Background: an optimization exercise with open tools, aiming at small area, a short achievable clock period and few clock cycles per item. Do not read the settings as production practice. At most, simulation tests tie the RTL to the original design; equivalence was not proved. No functional check of the RTL was part of runs 1 and 2.

==> flow/design.v (outline; a module is shown in full before it is edited, if it fits) <==
// module des_key_schedule: 29 lines
// module des_sbox: 31 lines
// module des_sbox1: 224 lines
// module des_sbox2: 218 lines
// module des_sbox3: 210 lines
// module des_sbox4: 240 lines
// module des_sbox5: 240 lines
// module des_sbox6: 238 lines
// module des_sbox7: 220 lines
// module des_sbox8: 238 lines
// module des_feistel: 29 lines
// module des_round: 25 lines
// module des_input_stage: 24 lines
// module des_output_stage: 16 lines
// module des: 45 lines
module des
(
    input  logic   clock,
    input  logic   rst,
    input  des_pkg::block_t key,
    input  des_pkg::block_t plaintext,
    input  logic   iv,
    output des_pkg::block_t ciphertext,
    output logic   ov
);
  // ...
==> flow/run.sh <==
#!/bin/bash
# synth_recipe.tcl (not shown) runs the flow's synth.tcl, then flattens the netlist and writes it again
# the make line also repeats each setting of config.mk as NAME=value (left out here)
make -C /OpenROAD-flow-scripts/flow DESIGN_CONFIG=/design/flow/config.mk WORK_HOME=/design/flow/orfs CLKGATE_MAP_FILE= SYNTH_SCRIPT=/design/flow/synth_recipe.tcl finish
==> flow/config.mk <==
export PLATFORM = sky130hd
export DESIGN_NAME = des
export DESIGN_NICKNAME = des
export VERILOG_FILES = /design/flow/design.v
export SDC_FILE = /design/flow/constraint.sdc
export NUM_CORES = 4
export LEC_CHECK = 0
export ABC_AREA = 1
export CAP_MARGIN = 20
export CORE_MARGIN = 2
export CORE_UTILIZATION = 40
export SLEW_MARGIN = 20
==> flow/constraint.sdc <==
create_clock -name core_clock -period 3.5 [get_ports {clock}]
set_input_delay 0.7000 -clock core_clock [delete_from_list [all_inputs] [get_ports {clock}]]
set_output_delay 0.7000 -clock core_clock [all_outputs]
set_load 0.01 [all_outputs]
==> summary.md, run 1 <==
| Metric | Value |
|---|---|
| CP Data Arrival Time | approximately 3.8 ns |
| Initial antenna violation count | 17 |
| Hold path depth | 1 |
| Commonest cells after routing, fill and taps aside | nand2_1 (5492), inv_1 (1800), nand3_1 (1576), nor2_1 (1432), dfxtp_1 (1105) |
| Worst hold start | key[63] |
| TritonCTS clock tree | yes |
| Post-Route M1 WL | around 160000 um |
| Post-synthesis cell type count | a little under 60 |
| Simple-gate portion of the synthesized area | 0.387 |
| Outcome | no timing/DRC/antenna violations |
| Routed length on met2 | roughly 170000 um |
| Hold_ws | just over 0.3 ns |
| Fraction of area in clock buffers and inverters | 0.0489 |
| TAP cells | ~3300 |
| Setup crit start | key_q[47] |
| Root buf cell | clkbuf_16 |
| Num sequential | around 1200 |
| Vias in the first global route | 99200 |
| Seq area share | 0.205 |
| Clock Sinks | between 1000 and 1500 |
| Sequential area share after synthesis | 0.233 |
| CP Depth | 11 |
| Post-cts repair resize count | 0 |
| Drc violations | 0 |
| Placed Area | between 0.1 and 0.15 mm2 |
| Measured slew at the worst slew-check pin | 1.02 ns |
| Top FF cell, synth | dfxtp_1 |
| Fraction of area in multi-input gates | 0.602 |
| Post-CTS Hold Buffers | 0 |
| First-pass GRT wire length | 618000 um |
==> run 2: changes to the inputs <==
--- a/flow/config.mk
+++ b/flow/config.mk
@@ -9,4 +9,5 @@
 export CAP_MARGIN = 20
 export CORE_MARGIN = 2
 export CORE_UTILIZATION = 40
+export SETUP_SLACK_MARGIN = 1.2
 export SLEW_MARGIN = 20
==> run 2 against run 1 <==
  * Clock skew up 0.0084 ns
  * Via count is 9.5% higher
  * Maximum frequency up 27%
  * Flip-flop and latch count is the same
  * Critical path depth increased by 2
  * Non-clock buffer count grew 1313
  * Wire length increased by 12%
  * Design area grew 27%
  * Global-route usage is 1.5 points higher
==> summary.md, run 2 <==
| Metric | Value |
|---|---|
| Outcome | no timing/DRC/antenna violations |
| Share of cells above drive strength 1 | 0.272 |
| Worst clock skew | 0.0389 ns |
| Largest registers | g_round.u_round.out_state: 1024 flops, u_input_stage.out_state: 64 flops, key_q: 56 flops |
| Area Overhead vs Synth | 44.7% |
| DRT iter0 DRCs | roughly 14000 |
| Reg area | about 0.024 mm2 |
| Area leader, netlist | dfxtp_1 |
| Commonest cells after routing, fill and taps aside | nand2_1 (4828), inv_1 (1402), nand3_1 (1399), buf_4 (1257), nor2_1 (1167) |
| Cell area after layout | 0.144 mm2 |
| Tmin final | 2.44 ns |
| Placed Area | 0.108 mm2 (+0.18%) |
| Multi-input logic area | between 0.08 and 0.09 mm2 |
| CP max stage cell | dfxtp_4 |
| Post-synthesis cell type count | 59 (unchanged) |
| Max cap viols | 0 |
| FF-to-FF End | g_round[3].u_round.out_state[16] |
| TritonCTS clock tree | yes |
| Synth Register Bits | ~1200 |
| Setup crit end | g_round[3].u_round.out_state[16] |
| Initial antenna violation count | 12 (-5) |
| Routed wire length per instance | roughly 22 um |
| R2R cell count | 13 |
| Synth top area cells | dfxtp_1 (23%), nand2_1 (21%), nand3_1 (7.9%) |
| Skew-Pair Late Insertion Delay | between 0.8 and 0.9 ns |
| EDFF count, synth | 0 |
| Die width | between 500 and 600 um |
| Mapped Cells | about 16000 |
| Final Core Density | 0.581 |
| H-Tree Depth | 4 |
| Final period util | 0.697 |
| Total GRT Usage | 0.338 |
| Filler cells | around 23000 |
| RSZ-0062 raised after global routing | yes |
| Root buf cell | clkbuf_16 |
| RR Startpoint | key_q[30] |
| Global route total overflow | 0 |
| Post-CTS Hold Buffers | 0 (unchanged) |
| Standard-cell rows | 183 |
| GPL Wtd Cong | 1.02 |
| Port bufs | roughly 190 |
| Clock Sinks | 1161 (unchanged) |
| Largest Register | g_round.u_round.out_state |
| Largest stage delay on the critical path | ~0.38 ns |
| Syn nets | 16900 |
| Vias/cell | 5.52 |
| Setup TNS | 0 ns |
| WP data required | between 4 and 5 ns |
| Measured slew at the worst slew-check pin | 0.848 ns (-0.176 ns) |
| Drc violations | 0 (unchanged) |
| Vias in the first global route | 103000 (+3.5%) |
| Total number of vias | 119000 |
| Setup crit start | key_q[30] |
| # IOs | about 200 |
| Top-area cell type share of the netlist area | 0.233 |
| Hold_ws | 0.276 ns (-0.0280 ns) |
| Core footprint | between 0.2 and 0.25 mm2 |
| Largest net degree at the start of global routing | 18 |
| Pre-antenna DRT Iters | 18 |
| DPL Wire Length | 336000 um |
| Max-Slew Margin vs Limit | 0.430 |
| Number of warnings issued by yosys | 6 |
| Max Root-Sink Buffers | 3 |
| Antenna-violating nets left | 0 |
| Hold path depth | 1 (unchanged) |
| Largest register FFs | around 1000 |
| Finish-stage setup viols | 0 |
| Crit-path cells | buf_12 > buf_12 > buf_6 > xnor2_4 > ha_4 > inv_4 > o21bai_1 > nand3_1 > nand2_1 > nor3_1 > nor3_1 > nand2_1 > xor2_1 |
| Cell Area, Synth | about 0.1 mm2 |
| Peak Freq | 410 MHz |
| Synth cell count leaders | nand2_1 (5492), inv_1 (1800), nand3_1 (1576), nor2_1 (1432), dfxtp_1 (1161) |
| Crit end category | flop |
| Commonest non-fill, non-tap cell in the layout | nand2_1 |
| Top FF cell, synth | dfxtp_1 |
| Die footprint | 0.254 mm2 |
| Critical Setup Path Class | flop to flop |
| Initial core utilization | 0.402 |
| Fin. max-slew vios | 0 |
| Sequential area share after synthesis | 0.233 (unchanged) |
| CP Data Arrival Time | 3.19 ns (-0.61 ns) |
| Startpoint class of the critical path | flop |
| Most frequent cell after synthesis | nand2_1 |
| Post-synth ARST share | 0 |
| Total CTS buffers | around 150 |
| Total wire length | roughly 470000 um |
| Die height | a little over 500 um |
| Flop-to-flop setup slack | approximately 1.1 ns |
| CP max FO | 4 |
| Worst-path clk slew | roughly 0.06 ns |
| Syn avg cell area | between 6 and 7 um2 |
| Min-Delay Path Class | input port to flop |
| First-pass GRT wire length | 645000 um (+4.3%) |
| # nets final | 18800 |
| Final Hold Viols | 0 |
[run 2: cell counts after synthesis]
No cell type changed its count.
[run 2: cell families (layout without fill, tap and decap cells)]
logic type | count (synthesis) | count (layout) | share of synthesized area
flip-flops | 1161 | 1161 | 0.233
buffers and inverters | 2002 | 4038 | 0.0822
other | 0 | 8 | 0
AO/OA/AOI/OAI | 1895 | 1895 | 0.108
XOR/XNOR | 1138 | 1138 | 0.110
multiplexers | 12 | 12 | 0.00120
AND/OR/NAND/NOR | 9278 | 9280 | 0.387
adder cells (fa/ha/maj) | 628 | 628 | 0.0787
[run 2: final cells by class]
| cell class | count | area share |
|---|---|---|
| Sequential cell | 1161 | 0.164 |
| Multi-Input combinational cell | 13000 | 0.583 |
| Clock buffer | 178 | 0.0283 |
| Inverter | 1834 | 0.0509 |
| Clock inverter | 103 | 0.00954 |
| Antenna cell | 8 | 0.000139 |
| Timing Repair Buffer | 1923 | 0.135 |
| Tap cell | 3330 | 0.0288 |
[run 2: repair_timing]
item / in CTS / in global routing
buffers inserted: 404 / 895
pin swaps: 149 / 913
setup endpoints to repair: 576 / 480
resized for setup: 1395 / 2811
gates cloned: 19 / 13
endpoints found under the hold margin: 0 / 0
[run 2: worst min-delay path by stage]
| stage | startpoint | endpoint | slack (ns) |
|---|---|---|---|
| after CTS | key[13] | key_q[13] | 0.25 |
| after floorplan | g_round[15].u_round.out_state[8] | g_round[16].u_round.out_state[40] | 0.33 |
| after global routing | key[20] | key_q[20] | 0.27 |
| after detailed placement | g_round[8].u_round.out_state[26] | g_round[9].u_round.out_state[58] | 0.36 |
| after global placement | g_round[5].u_round.out_state[22] | g_round[6].u_round.out_state[54] | 0.35 |
| final | key[13] | key_q[13] | 0.28 |
[run 2: critical path, delay by kind of cell (launching register included)]
family	cells	cell delay, ns
simple gates	5	0.67
compound gates	1	0.15
flops	1	0.38
fa+ha+maj	1	0.31
xor+xnor	2	0.32
buf+inv	4	0.49
[run 2: stage by stage]
step,setup slack [ns],cells
after floorplan,1.13,16100
after global placement,0.461,19900
after detailed placement,0.497,19900
after CTS,1.09,20600
after global routing,0.997,21500
final,1.06,21500
[run 2: per-layer routing]
metal	GRT usage	share of wire	up-vias
met3	0.0515	0.087	1786
met5	0	0	-
met1	0.397	0.36	54000
met2	0.512	0.43	6809
met4	0.353	0.12	0
li1	-	-	56100
==> module des, before the edit <==
module des
(
    input  logic   clock,
    input  logic   rst,
    input  des_pkg::block_t key,
    input  des_pkg::block_t plaintext,
    input  logic   iv,
    output des_pkg::block_t ciphertext,
    output logic   ov
);
    logic [ROUNDS:1][SUBKEY_W-1:0] subkeys;
    logic [BLOCK_W-1:0]  key_q;
    logic [ROUNDS:0][BLOCK_W-1:0] state;
    logic [ROUNDS:0]       v;
    always_ff @(posedge clock) key_q <= key;
    des_key_schedule u_key_schedule (
        .key     (key_q),
        .subkeys (subkeys)
    );
    des_input_stage u_input_stage (
        .clock     (clock),
        .rst       (rst),
        .iv        (iv),
        .plaintext (plaintext),
        .out_valid (v[0]),
        .out_state (state[0])
    );
    for (genvar i = 1; i <= ROUNDS; i++) begin : g_round
        des_round u_round (
            .clock     (clock),
            .rst       (rst),
            .in_valid  (v[i-1]),
            .in_state  (state[i-1]),
            .subkey    (subkeys[i]),
            .out_valid (v[i]),
            .out_state (state[i])
        );
    end
    des_output_stage u_output_stage (
        .in_valid   (v[ROUNDS]),
        .in_state   (state[ROUNDS]),
        .ciphertext (ciphertext),
        .ov         (ov)
    );
endmodule
==> run 3: changes to the inputs <==
--- a/flow/design.v
+++ b/flow/design.v
@@ -2076,15 +2076,26 @@
     output des_pkg::block_t ciphertext,
     output logic   ov
 );
+    localparam int KEY_COPIES = 4;
+    localparam int ROUNDS_PER_COPY = ROUNDS / KEY_COPIES;
     logic [ROUNDS:1][SUBKEY_W-1:0] subkeys;
-    logic [BLOCK_W-1:0]  key_q;
+    logic [KEY_COPIES-1:0][BLOCK_W-1:0] key_q;
+    logic [KEY_COPIES-1:0][ROUNDS:1][SUBKEY_W-1:0] copy_subkeys;
     logic [ROUNDS:0][BLOCK_W-1:0] state;
     logic [ROUNDS:0]       v;
-    always_ff @(posedge clock) key_q <= key;
-    des_key_schedule u_key_schedule (
-        .key     (key_q),
-        .subkeys (subkeys)
-    );
+    always_ff @(posedge clock) begin
+        key_q[0] <= key;
+        for (int c = 1; c < KEY_COPIES; c++) key_q[c] <= key_q[c-1];
+    end
+    for (genvar c = 0; c < KEY_COPIES; c++) begin : g_key
+        des_key_schedule u_key_schedule (
+            .key     (key_q[c]),
+            .subkeys (copy_subkeys[c])
+        );
+        for (genvar r = c * ROUNDS_PER_COPY + 1; r <= (c + 1) * ROUNDS_PER_COPY; r++) begin : g_sel
+            assign subkeys[r] = copy_subkeys[c][r];
+        end
+    end
     des_input_stage u_input_stage (
         .clock     (clock),
         .rst       (rst),
--- a/flow/config.mk
+++ b/flow/config.mk
@@ -9,5 +9,7 @@
 export CAP_MARGIN = 20
 export CORE_MARGIN = 2
 export CORE_UTILIZATION = 40
-export SETUP_SLACK_MARGIN = 1.2
+export CTS_CLUSTER_DIAMETER = 100
+export CTS_CLUSTER_SIZE = 30
+export SETUP_SLACK_MARGIN = 0.6
 export SLEW_MARGIN = 20
==> run 3 against run 2 <==
  * Still clean
  * Maximum frequency shrank 13%
  * Global-route usage shrank 5.1 points
  * Synthesized cell count grew 1.0%
  * Design area is 22% lower
  * Sequential share of layout area increased by 7.3 points
  * Core utilization down 14 points
  * Critical path type unchanged
  * Critical endpoint is now g_round[4].u_round.out_state[21]
  * Largest cell class unchanged
==> summary.md, run 3 <==
| Metric | Value |
|---|---|
| FF-to-FF End | g_round[4].u_round.out_state[21] |
| Max-Slew Margin vs Limit | 0.372 (-0.0586) |
| Clock Sinks | 1329 (+14%) |
| DRT iter0 DRCs | 10600 (-24%) |
| Port bufs | 187 (unchanged) |
| Reg area | 0.0266 mm2 (+12%) |
| Sequential area share after synthesis | 0.262 (+0.0287) |
| Vias in the first global route | 96600 (-5.8%) |
| Filler cells | 26600 (+18%) |
| RSZ-0062 raised after global routing | no |
| Total GRT Usage | 0.287 (-0.0511) |
| Post-cts repair resize count | 1 (-99.9%) |
| GPL Wtd Cong | 1.03 (+0.82%) |
| Number of warnings issued by yosys | 6 (unchanged) |
| Critical Setup Path Class | flop to flop |
| Share of cells above drive strength 1 | 0.0336 (-0.238) |
| Fin worst setup slack | 0.690 ns (-0.371 ns) |
| Die width | 508 um (+0.94%) |
| Setup TNS | 0 ns (unchanged) |
| Root buf cell | clkbuf_16 |
| Synth cell count leaders | nand2_1 (5450), inv_1 (1849), nand3_1 (1594), nor2_1 (1479), dfxtp_1 (1329) |
| Mapped Cells | 16300 (+1.0%) |
| Largest registers | g_round.u_round.out_state: 1024 flops, key_q: 224 flops, u_input_stage.out_state: 64 flops |
| Antenna-violating nets left | 0 (unchanged) |
| Routed wire length per instance | 19.1 um (-13%) |
| Measured slew at the worst slew-check pin | 0.936 ns (+0.0873 ns) |
| EDFF count, synth | 0 (unchanged) |
| Crit end category | flop |
| Commonest cells after routing, fill and taps aside | nand2_1 (5450), inv_1 (1849), nand3_1 (1593), nor2_1 (1479), dfxtp_1 (1319) |
| Top-area cell type share of the netlist area | 0.262 (+0.0287) |
| Finish-stage setup viols | 0 (unchanged) |
| Synth Register Bits | 1329 (+14%) |
| Final period util | 0.803 (+0.106) |
| Outcome | no timing/DRC/antenna violations |
| First-pass GRT wire length | 573000 um (-11%) |
| H-Tree Depth | 3 (-1) |
| Global route total overflow | 0 (unchanged) |
| Tmin final | 2.81 ns (+0.371 ns) |
| Worst-path clk slew | 0.11 ns (+0.05 ns) |
| Syn nets | 17000 (+0.65%) |
| Skew-Pair Late Insertion Delay | 0.80 ns (-0.06 ns) |
| Standard-cell rows | 185 (+1.1%) |
| Cell area after layout | 0.112 mm2 (-22%) |
| Total number of vias | 107000 (-10%) |
| Synth top area cells | dfxtp_1 (26%), nand2_1 (20%), nand3_1 (7.8%) |
| Initial antenna violation count | 6 (-6) |
| Largest Register | g_round.u_round.out_state |
| Worst hold start | key[28] |
| Top FF cell, synth | dfxtp_1 |
| DPL Wire Length | 314000 um (-6.4%) |
| Largest register FFs | 1024 (unchanged) |
| CP max FO | 8 (+4) |
| WP data required | 4.17 ns (-0.08 ns) |
| # IOs | 196 (unchanged) |
| Worst clock skew | 0.0570 ns (+0.0181 ns) |
| WHS Endpoint | key_q[28] |
| Post-CTS Hold Buffers | 0 (unchanged) |
| Largest net degree at the start of global routing | 31 (+13) |
| Hold path depth | 1 (unchanged) |
| Max cap viols | 0 (unchanged) |
| # nets final | 17300 (-7.6%) |
| Min-Delay Path Class | input port to flop |
| Post-synthesis cell type count | 61 (+3.4%) |
| RR Startpoint | key_q[44] |
| Most frequent cell after synthesis | nand2_1 |
| Cell Area, Synth | 0.102 mm2 (+1.9%) |
| Placed Area | 0.109 mm2 (+0.83%) |
| Total wire length | 384000 um (-18%) |
| Setup Buffers After CTS | 0 (-100%) |
| Pre-CTS WS | 0.594 ns (+0.0970 ns) |
| Initial core utilization | 0.401 (-0.000484) |
| Die footprint | 0.258 mm2 (+1.9%) |
| Fin. max-slew vios | 0 (unchanged) |
| Area leader, netlist | dfxtp_1 |
| Commonest non-fill, non-tap cell in the layout | nand2_1 |
| Peak Freq | 356 MHz (-13%) |
| Vias/cell | 5.32 (-3.6%) |
| Max Root-Sink Buffers | 3 (unchanged) |
| Post-synth ARST share | 0 (unchanged) |
| Area Overhead vs Synth | 10.2% |
| Syn avg cell area | 6.25 um2 (+0.89%) |
| Flop-to-flop setup slack | 0.69 ns (-0.37 ns) |
| Final Hold Viols | 0 (unchanged) |
| Core footprint | 0.253 mm2 (+2.0%) |
| Startpoint class of the critical path | flop |
| Multi-input logic area | 0.0672 mm2 (-20%) |
| Pre-antenna DRT Iters | 7 (-11) |
| R2R cell count | 8 (-5) |
| CP Data Arrival Time | 3.48 ns (+0.29 ns) |
| Drc violations | 0 (unchanged) |
| Die height | 508 um (+0.94%) |
| Total CTS buffers | 79 (-48%) |
| TritonCTS clock tree | yes |
[run 3: changes by cell type in the layout (fill, tap and decap cells not counted), sizes merged, moves of 65 or more]
cell | previous run | this run
clkbuf | 187 | 84
dlygate4sd2 | 65 | 0
dfxtp | 1161 | 1329
clkdlybuf4s50 | 122 | 187
o21ai | 926 | 833
inv | 1787 | 1894
buf | 1725 | 301
nand2 | 5518 | 5452
[run 3: final cells by class]
cell class	instances	area share
clock buffer	84	0.0183
inverter	1869	0.0626
clock inverter	62	0.00781
sequential	1329	0.237
tap	3366	0.0376
timing repair buffer	488	0.0370
multi-input combinational	12900	0.599
antenna	2	0.0000446
[run 3: worst max-delay path by stage]
stage                                      start                                end  slack [ns]  depth (start not counted)
6_report                               key_q[44]   g_round[4].u_round.out_state[21]        0.69                          8
5_1_grt                                key_q[27]   g_round[2].u_round.out_state[11]        0.60                         15
4_1_cts                               key_q[222]  g_round[15].u_round.out_state[22]        0.64                         10
3_5_place_dp   g_round[12].u_round.out_state[20]   g_round[13].u_round.out_state[8]        0.59                          9
3_3_place_gp   g_round[12].u_round.out_state[20]   g_round[13].u_round.out_state[8]        0.57                          9
2_1_floorplan                         key_q[108]    g_round[8].u_round.out_state[3]        1.12                         16
[run 3: logic make-up after synthesis]
group / synth area share
compound gates: 0.104
flops: 0.262
simple gates: 0.379
mux: 0.000689
buf+inv: 0.0788
xor+xnor: 0.105
fa+ha+maj: 0.0710
[run 3: stage by stage]
| stage | hold slack [ns] | std cells | utilization |
|---|---|---|---|
| 2_1_floorplan | 0.326 | 16300 | - |
| 3_3_place_gp | 0.350 | 19900 | 0.430 |
| 3_5_place_dp | 0.357 | 19900 | 0.430 |
| 4_1_cts | 0.260 | 20100 | 0.442 |
| 5_1_grt | 0.280 | 20100 | 0.442 |
| 6_report | 0.320 | 20100 | 0.442 |
[run 3: per-layer routing]
| layer | wire length (um) | part of all wire | up-vias | global-route usage |
|---|---|---|---|---|
| li1 | - | - | 53300 | - |
| met1 | 144000 | 0.37 | 47300 | 0.321 |
| met2 | 166000 | 0.43 | 5023 | 0.455 |
| met3 | 21700 | 0.057 | 1230 | 0.0262 |
| met4 | 52900 | 0.14 | 0 | 0.325 |
| met5 | 0 | 0 | - | 0 |
[run 3: worst max-delay path, cell delays in order (launching register included)]
cell and delay (ns):
dfxtp_1 0.89, xnor2_1 0.35, inv_1 0.21, ha_1 0.26
nand3_1 0.08, nand2_1 0.05, nor2_1 0.16, nand3_1 0.43
xnor2_1 0.26
Testbench counts of run 3, summed over its fixed seeds: cycles 8,728, items 8,192.
==> run 4: changes to the inputs <==
==> flow/flow/run.sh (new file) <==
#!/bin/bash
# Own flow: the standard layout (standard.sh) with two changes.
# - Synthesis runs through flow/synth.tcl, which maps with flow/abc_map.script,
#   and without ORFS's half-adder extraction (ADDER_MAP_FILE empty).
# - The buffers ORFS puts on every input and output port are buf_4 cells
#   instead of the slow delay buffer ORFS picks by default.
# Each tool's output is in orfs/logs; make's own output goes to flow_make.log.
set -euo pipefail
W=$(pwd)
export FLOW_ABC_SCRIPT=$W/flow/abc_map.script
bash standard.sh finish SYNTH_SCRIPT=$W/flow/synth.tcl ADDER_MAP_FILE= \
  "BUFFER_PORTS_ARGS=-buffer_cell sky130_fd_sc_hd__buf_4" > $W/flow_make.log 2>&1
==> flow/flow/abc_map.script (new file) <==
strash
dch
map -D 1500
topo
stime -c
buffer -c
upsize -c
dnsize -c
stime -c
==> flow/flow/synth.tcl (new file) <==
# The standard synthesis script (synth_recipe.tcl), with one change: the
# technology-mapping abc call uses flow/abc_map.script (delay-targeted mapping
# with area recovery, then ABC's buffering and gate sizing) in place of ORFS's
# abc_speed.script. Registers are untouched, so they keep the standard
# synthesis's names and cells.
proc synth {args} { yosys synth -nofsm -noshare {*}$args }
proc abc {args} {
  set i [lsearch -exact $args -script]
  if { $i >= 0 } {
    lset args [expr { $i + 1 }] $::env(FLOW_ABC_SCRIPT)
  }
  yosys abc {*}$args
}
source $::env(SCRIPTS_DIR)/synth.tcl
# left out here: clear keep_hierarchy, flatten, clean up, hide names made inside functions, write 1_2_yosys.v
==> flow/standard.sh (new file) <==
#!/bin/bash
# synth_recipe.tcl (not shown) runs the flow's synth.tcl, then flattens the netlist and writes it again
# the make line also repeats each setting of config.mk as NAME=value (left out here)
make -C /OpenROAD-flow-scripts/flow DESIGN_CONFIG=/design/flow/config.mk WORK_HOME=/design/flow/orfs CLKGATE_MAP_FILE= SYNTH_SCRIPT=/design/flow/synth_recipe.tcl "${@:-finish}"
--- a/flow/config.mk
+++ b/flow/config.mk
@@ -5,11 +5,10 @@
 export SDC_FILE = /design/flow/constraint.sdc
 export NUM_CORES = 4
 export LEC_CHECK = 0
-export ABC_AREA = 1
 export CAP_MARGIN = 20
 export CORE_MARGIN = 2
 export CORE_UTILIZATION = 40
 export CTS_CLUSTER_DIAMETER = 100
 export CTS_CLUSTER_SIZE = 30
-export SETUP_SLACK_MARGIN = 0.6
+export SETUP_SLACK_MARGIN = 0.9
 export SLEW_MARGIN = 20
removed: flow/run.sh
==> run 4 against run 3 <==
  * Worst setup slack better by 0.26 ns
  * Critical endpoint is now g_round[15].u_round.out_state[31]
  * Cell count fell by 9.7%
  * Flip-flop and latch count is the same
  * Still clean on timing, DRC and antenna
==> summary.md, run 4 <==
| Metric | Value |
|---|---|
| Outcome | no timing/DRC/antenna violations |
| Initial core utilization | 0.401 (about the same) |
| Largest register FFs | 1024 (unchanged) |
| Vias/cell | 5.66 (+6.3%) |
| RR Startpoint | g_round[14].u_round.out_state[16] |
| Tmin final | 2.55 ns (-0.257 ns) |
| Max cap viols | 0 (unchanged) |
| Number of warnings issued by yosys | 6 (unchanged) |
| Total number of vias | 103000 (-3.9%) |
| Simple-gate portion of the synthesized area | 0.331 (-0.0476) |
| Die width | 481 um (-5.4%) |
| Sequential area share after synthesis | 0.292 (+0.0307) |
| Core footprint | 0.227 mm2 (-11%) |
| Total wire length | 377000 um (-1.8%) |
| Post-synthesis xor/xnor area fraction | 0.0714 (-0.0338) |
| Top-area cell type share of the netlist area | 0.292 (+0.0307) |
| Drc violations | 0 (unchanged) |
| Die height | 481 um (-5.4%) |
| RSZ-0062 raised after global routing | yes |
| Compound-Gate Fraction of Synth Area | 0.223 (+0.119) |
| Max-Slew Margin vs Limit | 0.441 (+0.0687) |
| Post-synthesis cell type count | 91 (+49%) |
| Syn avg cell area | 6.26 um2 (+0.11%) |
| Startpoint class of the critical path | flop |
| Synth cell count leaders | nand2_1 (4086), nor2_1 (1722), inv_1 (1699), dfxtp_1 (1329), a21oi_1 (925) |
| Post-synth ARST share | 0 (unchanged) |
| Area Overhead vs Synth | 14.6% |
| EDFF count, synth | 0 (unchanged) |
| Antenna-violating nets left | 0 (unchanged) |
| Area leader, netlist | dfxtp_1 |
| Flop-to-flop setup slack | 0.95 ns (+0.26 ns) |
| Largest registers | g_round.u_round.out_state: 1024 flops, key_q: 224 flops, u_input_stage.out_state: 64 flops |
| Fin. max-slew vios | 0 (unchanged) |
| Portion of netlist area occupied by mux cells | 0.000124 (-0.000565) |
| FF-to-FF End | g_round[15].u_round.out_state[31] |
| Min-Delay Path Class | input port to flop |
| Final Hold Viols | 0 (unchanged) |
| CP Data Arrival Time | 3.22 ns (-0.26 ns) |
| Crit end category | flop |
| CP max FO | 8 (unchanged) |
| Critical Setup Path Class | flop to flop |
| Finish-stage setup viols | 0 (unchanged) |
| Share of cells above drive strength 1 | 0.121 (+0.0876) |
| Pre-CTS WS | 0.549 ns (-0.0451 ns) |
| DRT iter0 DRCs | 11600 (+9.2%) |
| R2R cell count | 11 (+3) |
| Pre-antenna DRT Iters | 9 (+2) |
| Total CTS buffers | 78 (-1.3%) |
| Largest family of logic cells by synthesized area | simple AND/OR/NAND/NOR gates |
| DPL Wire Length | 302000 um (-3.9%) |
| Max Root-Sink Buffers | 3 (unchanged) |
| Mapped Cells | 14600 (-11%) |
| Port bufs | 187 (unchanged) |
| Setup crit start | g_round[14].u_round.out_state[16] |
| Initial antenna violation count | 6 (unchanged) |
| Standard-cell rows | 175 (-5.4%) |
| Clock Sinks | 1329 (unchanged) |
| Worst-path clk slew | 0.11 ns (about the same) |
| Vias in the first global route | 91500 (-5.3%) |
| Measured slew at the worst slew-check pin | 0.833 ns (-0.102 ns) |
| Commonest non-fill, non-tap cell in the layout | nand2_1 |
| Global route total overflow | 0 (unchanged) |
| Root buf cell | clkbuf_16 |
| Setup TNS | 0 ns (unchanged) |
| Worst clock skew | 0.0403 ns (-0.0166 ns) |
| # IOs | 196 (unchanged) |
| Final period util | 0.729 (-0.0733) |
| GPL Wtd Cong | 1.05 (+1.5%) |
| Peak Freq | 392 MHz (+10%) |
| Setup crit end | g_round[15].u_round.out_state[31] |
| # nets final | 15200 (-12%) |
| Adder-cell area share of the yosys netlist | 0 (-0.0710) |
| Largest net degree at the start of global routing | 31 (unchanged) |
| Fin worst setup slack | 0.947 ns (+0.257 ns) |
| Die footprint | 0.231 mm2 (-10%) |
| Syn nets | 14700 (-14%) |
| Most frequent cell after synthesis | nand2_1 |
| Synth Register Bits | 1329 (unchanged) |
| TritonCTS clock tree | yes |
| Final Core Density | 0.460 (+0.0175) |
| Synth top area cells | dfxtp_1 (29%), nand2_1 (17%), nor2_1 (7.1%) |
| Top FF cell, synth | dfxtp_1 |
| H-Tree Depth | 3 (unchanged) |
| First-pass GRT wire length | 554000 um (-3.4%) |
| Commonest cells after routing, fill and taps aside | nand2_1 (3894), inv_1 (1638), nor2_1 (1636), dfxtp_1 (1012), a21oi_1 (892) |
| Total GRT Usage | 0.310 (+0.0232) |
| Skew-Pair Late Insertion Delay | 0.78 ns (-0.02 ns) |
| Cell Area, Synth | 0.0910 mm2 (-11%) |
| WP data required | 4.17 ns (about the same) |
| Largest Register | g_round.u_round.out_state |
| Routed wire length per instance | 20.8 um (+8.7%) |
[run 4: changes by cell type after synthesis, sizes merged, moves of 144 or more]
| cell | previous run | this run |
|---|---|---|
| nand2 | 5452 | 4140 |
| nand3 | 1594 | 593 |
| ha | 577 | 0 |
| a21oi | 434 | 930 |
| nor2 | 1482 | 1735 |
| xor2 | 594 | 350 |
| or2 | 44 | 280 |
| xnor2 | 597 | 377 |
| a31oi | 37 | 181 |
[run 4: worst min-delay path by stage]
| stage | slack [ns] | cells after the start | end | startpoint |
|---|---|---|---|---|
| 4_1_cts | 0.004 | 1 | key_q[53] | key[53] |
| 5_1_grt | 0.03 | 1 | key_q[53] | key[53] |
| 3_3_place_gp | 0.35 | 0 | g_round[8].u_round.out_state[42] | g_round[7].u_round.out_state[10] |
| 3_5_place_dp | 0.36 | 0 | g_round[8].u_round.out_state[42] | g_round[7].u_round.out_state[10] |
| 2_1_floorplan | 0.33 | 0 | key_q[124] | key_q[60] |
| 6_report | 0.05 | 1 | key_q[53] | key[53] |
[run 4: metal layers]
layer  up-vias  part of all wire  global-route usage
met5         -                 0                   0
met3      1273             0.064              0.0325
met1     45800              0.37               0.345
li1      49700                 -                   -
met4         0              0.13               0.318
met2      5873              0.45               0.507
[run 4: timing repair]
| action | 4_1_cts | 5_1_grt |
|---|---|---|
| hold buffers | 119 | 0 |
| endpoints found under the setup margin | 194 | 305 |
| resized for setup | 281 | 758 |
| pin swaps | 3 | 39 |
| endpoints found under the hold margin | 119 | 0 |
| buffers inserted | 0 | 48 |
[run 4: kinds of logic (layout without fill, tap and decap cells)]
family	Yosys count	in the layout
simple gates	7298	7298
compound gates	3239	3239
mux	1	1
xor+xnor	727	727
other cells	0	11
buf+inv	1956	2519
flops	1329	1329
[run 4: area by class of cell]
type | count | area (um2)
Timing Repair Buffer | 500 | 4060
Sequential cell | 1329 | 27200
Clock inverter | 51 | 896
Multi-Input combinational cell | 11300 | 59100
Antenna cell | 11 | 27.5
Inverter | 1879 | 7110
Tap cell | 3009 | 3760
Fill cell | 23200 | 123000
Clock buffer | 89 | 2110
[run 4: worst max-delay path, stage by stage (launching register included)]
cell and delay [ns]:
dfxtp_2 0.51, nand2_1 0.09, nand2_1 0.29, inv_2 0.13, nor2_1 0.22, nor2_1 0.13
o211ai_1 0.18, o311a_1 0.24, nand2_1 0.08, a31oi_2 0.24, a31oi_1 0.18, xnor2_1 0.15
[run 4: metrics by stage]
| step | hold WS [ns] | area [um2] | instances |
|---|---|---|---|
| 2_1_floorplan | 0.326 | 91000 | 14600 |
| 3_3_place_gp | 0.350 | 96900 | 17800 |
| 3_5_place_dp | 0.355 | 96900 | 17800 |
| 4_1_cts | 0.00405 | 102000 | 18100 |
| 5_1_grt | 0.0258 | 104000 | 18100 |
| 6_report | 0.0528 | 104000 | 18100 |
==> run 5: changes to the inputs <==
==> flow/flow/abc_map.script (replaced) <==
strash
dch
map -D 1200
topo
stime -c
buffer -c
upsize -c
dnsize -c
stime -c
==> run 5 against run 4 <==
  * Core utilization decreased by 0.40 points
  * Die area grew 4.6%
  * Worst setup slack lost 0.053 ns
  * Via count rose by 1.8%
  * First-iteration DRC count up 1.4%
  * Wire length increased by 2.3%
==> summary.md, run 5 <==
| Metric | Value |
|---|---|
| Drc violations | 0 (unchanged) |
| Commonest cells after routing, fill and taps aside | nand2_1 (3865), nor2_1 (1561), dfxtp_1 (1053), o21ai_0 (1017), inv_1 (1011) |
| EDFF count, synth | 0 (unchanged) |
| Total wire length | 386000 um (+2.3%) |
| Top FF cell, synth | dfxtp_1 |
| WP data required | 4.23 ns (+0.06 ns) |
| TritonCTS clock tree | yes |
| Setup crit start | g_round[12].u_round.out_state[25] |
| FF-to-FF End | g_round[13].u_round.out_state[4] |
| Worst-path clk slew | 0.11 ns (about the same) |
| Filler cells | 23900 (+2.8%) |
| Max cap viols | 0 (unchanged) |
| Worst clock skew | 0.0368 ns (-0.00354 ns) |
| Initial core utilization | 0.401 (about the same) |
| Fin. max-slew vios | 0 (unchanged) |
| Crit end category | flop |
| First-pass GRT wire length | 570000 um (+2.9%) |
| Post-synth ARST share | 0 (unchanged) |
| Fin worst setup slack | 0.894 ns (-0.0532 ns) |
| Synth cell count leaders | nand2_1 (3887), nor2_1 (1582), dfxtp_1 (1329), o21ai_0 (1029), inv_1 (1011) |
| Outcome | no timing/DRC/antenna violations |
| Standard-cell rows | 179 (+2.3%) |
| Flop-to-flop setup slack | 0.89 ns (-0.05 ns) |
| Post-synthesis cell type count | 97 (+6.6%) |
| Largest net degree at the start of global routing | 31 (unchanged) |
| Skew-Pair Late Insertion Delay | 0.80 ns (+0.02 ns) |
| Mapped Cells | 14500 (-0.64%) |
| RR Startpoint | g_round[12].u_round.out_state[25] |
| Setup TNS | 0 ns (unchanged) |
| Tmin final | 2.61 ns (+0.0532 ns) |
| Clock Sinks | 1329 (unchanged) |
| Total GRT Usage | 0.304 (-0.00657) |
| Startpoint class of the critical path | flop |
| Routed wire length per instance | 21.3 um (+2.4%) |
| Max-Slew Margin vs Limit | 0.395 (-0.0454) |
| Pre-CTS WS | 0.672 ns (+0.123 ns) |
| Die footprint | 0.242 mm2 (+4.6%) |
| Port bufs | 187 (unchanged) |
| H-Tree Depth | 3 (unchanged) |
| Most frequent cell after synthesis | nand2_1 |
| CP max FO | 6 (-2) |
| Vias/cell | 5.76 (+1.9%) |
| Pre-antenna DRT Iters | 9 (unchanged) |
| Max Root-Sink Buffers | 3 (unchanged) |
| Peak Freq | 384 MHz (-2.0%) |
| Finish-stage setup viols | 0 (unchanged) |
| Initial antenna violation count | 11 (+5) |
| Final Hold Viols | 0 (unchanged) |
| # IOs | 196 (unchanged) |
| Largest Register | g_round.u_round.out_state |
| Area leader, netlist | dfxtp_1 |
| Vias in the first global route | 94000 (+2.7%) |
| Largest registers | g_round.u_round.out_state: 1024 flops, key_q: 224 flops, u_input_stage.out_state: 64 flops |
| Share of cells above drive strength 1 | 0.101 (-0.0203) |
| Die height | 492 um (+2.3%) |
| CP Data Arrival Time | 3.33 ns (+0.11 ns) |
| R2R cell count | 9 (-2) |
| Setup crit end | g_round[13].u_round.out_state[4] |
| Total CTS buffers | 88 (+13%) |
| Die width | 492 um (+2.3%) |
| # nets final | 15000 (-1.2%) |
| Final period util | 0.745 (+0.0152) |
| Commonest non-fill, non-tap cell in the layout | nand2_1 |
| Top-area cell type share of the netlist area | 0.279 (-0.0128) |
| DPL Wire Length | 307000 um (+1.7%) |
| Largest register FFs | 1024 (unchanged) |
| Syn avg cell area | 6.59 um2 (+5.3%) |
| Sequential area share after synthesis | 0.279 (-0.0128) |
| Global route total overflow | 0 (unchanged) |
| Syn nets | 14600 (-0.63%) |
| Root buf cell | clkbuf_16 |
| RSZ-0062 raised after global routing | yes |
| Total number of vias | 104000 (+1.8%) |
| Measured slew at the worst slew-check pin | 0.907 ns (+0.0740 ns) |
| GPL Wtd Cong | 1.03 (-1.3%) |
| Core footprint | 0.237 mm2 (+4.6%) |
| Critical Setup Path Class | flop to flop |
| DRT iter0 DRCs | 11700 (+1.4%) |
| Synth top area cells | dfxtp_1 (28%), nand2_1 (15%), nor2_1 (6.2%) |
| Area Overhead vs Synth | 13.6% |
| Synth Register Bits | 1329 (unchanged) |
| Min-Delay Path Class | input port to flop |
| Antenna-violating nets left | 0 (unchanged) |
| Number of warnings issued by yosys | 6 (unchanged) |
| Cell Area, Synth | 0.0952 mm2 (+4.6%) |
## run 5: cell types whose count changed in the layout (fill, tap and decap cells not counted), sizes merged, moves of 114 or more
cell,before,now
o21ai,957,1079
nand3,593,808
nor2,1735,1591
a21oi,930,816
nand2,4140,3906
xnor2,377,645
xor2,350,653
inv,1886,1051
nand4,122,238
## run 5: worst min path at each step
stage	from	to	depth (start not counted)
after floorplan	key_q[36]	key_q[100]	0
after global placement	g_round[7].u_round.out_state[10]	g_round[8].u_round.out_state[42]	0
after detailed placement	g_round[2].u_round.out_state[10]	g_round[3].u_round.out_state[42]	0
after CTS	iv	u_input_stage.out_valid	3
after global routing	iv	u_input_stage.out_valid	3
final	iv	u_input_stage.out_valid	3
## run 5: through the flow
stage | instance area (um2) | util | hold slack (ns) | std cells
6_report | 108000 | 0.456 | 0.109 | 18100
5_1_grt | 108000 | 0.456 | 0.0923 | 18100
4_1_cts | 106000 | 0.447 | 0.0574 | 18100
3_5_place_dp | 101000 | 0.427 | 0.360 | 17800
3_3_place_gp | 101000 | 0.427 | 0.352 | 17800
2_1_floorplan | 95200 | - | 0.326 | 14500
## run 5: worst max-delay path, stage by stage, from the launching register on
cell and delay (ns):
dfxtp_1 0.75, or2_2 0.22, nand2_1 0.19, inv_1 0.20, nand2_1 0.14, nand4_1 0.15
a21oi_1 0.11, a2111oi_2 0.35, buf_4 0.26, xnor2_1 0.15
## run 5: final cells by class
type,count,area (um2),area share
clock inverter,70,1010,0.00934
multi-input combinational,11800,65100,0.603
inverter,1036,3920,0.0362
sequential,1329,27000,0.250
timing repair buffer,587,4710,0.0436
clock buffer,95,2340,0.0217
antenna,4,10.0,0.0000926
tap,3167,3960,0.0367
## run 5: logic make-up (layout without fill, tap and decap cells)
logic type | after synthesis | in the layout | synth area share
xor gates and xnor gates | 1298 | 1298 | 0.127
AOI/OAI and AO/OA | 3362 | 3362 | 0.222
buffers and inverters | 1298 | 1788 | 0.0564
other | 0 | 4 | 0
DFF | 1329 | 1329 | 0.279
and+or+nand+nor | 7170 | 7170 | 0.316
## run 5: repair_timing
| action | in CTS | in global routing |
|---|---|---|
| hold buffers | 120 | 0 |
| pin swaps | 2 | 6 |
| gates cloned | 0 | 0 |
| gates resized for setup | 113 | 490 |
| endpoints found under the hold margin | 120 | 0 |
| endpoints found under the setup margin | 133 | 332 |
| buffers inserted | 0 | 4 |
## run 5: layer usage
layer  part of all wire  GRT usage  vias up  wire length [um]
met3              0.063     0.0309     1280             24300
met4               0.13      0.322        2             49700
li1                   -          -    50300                 -
met2               0.45      0.493     6025            172000
met5           0.000034          0        -                13
met1               0.36      0.336    46800            139000

[static timing again, ports no longer ideal]
No port has a modelled driver above. Below, the same layouts with a new extraction and two added sets of constraints.
Step 1, drivers: a clkbuf_16 drives clock and a buf_2 each remaining input, both assumed.
Step 2 times the ports against the registers' clock, not the clock port: input delays grow and output delays shrink by t, the midpoint of the rising clock arrivals with the driver on.
Slacks: ideal ports / drivers / drivers and shift; pairs: ideal ports / drivers.
run	shift t [ns]	setup slack, ns	worst hold slack (ns)	slew at the worst register clock pin (ns)	cell pins on the clock port's net
run 1	0.923	0.393 / 0.393 / 0.393	0.304 / 0.225 / 0.349	0.07 / 0.07	1
run 2	0.934	1.061 / 1.061 / 1.061	0.276 / 0.199 / 0.367	0.07 / 0.07	1
run 3	0.871	0.690 / 0.690 / 0.690	0.320 / 0.243 / 0.355	0.12 / 0.12	1
run 4	0.853	0.947 / 0.947 / 0.947	0.053 / -0.006 / 0.348	0.12 / 0.12	1
run 5	0.876	0.894 / 0.894 / 0.894	0.109 / 0.038 / 0.361	0.11 / 0.11	1
After both steps every run listed still meets setup and hold.
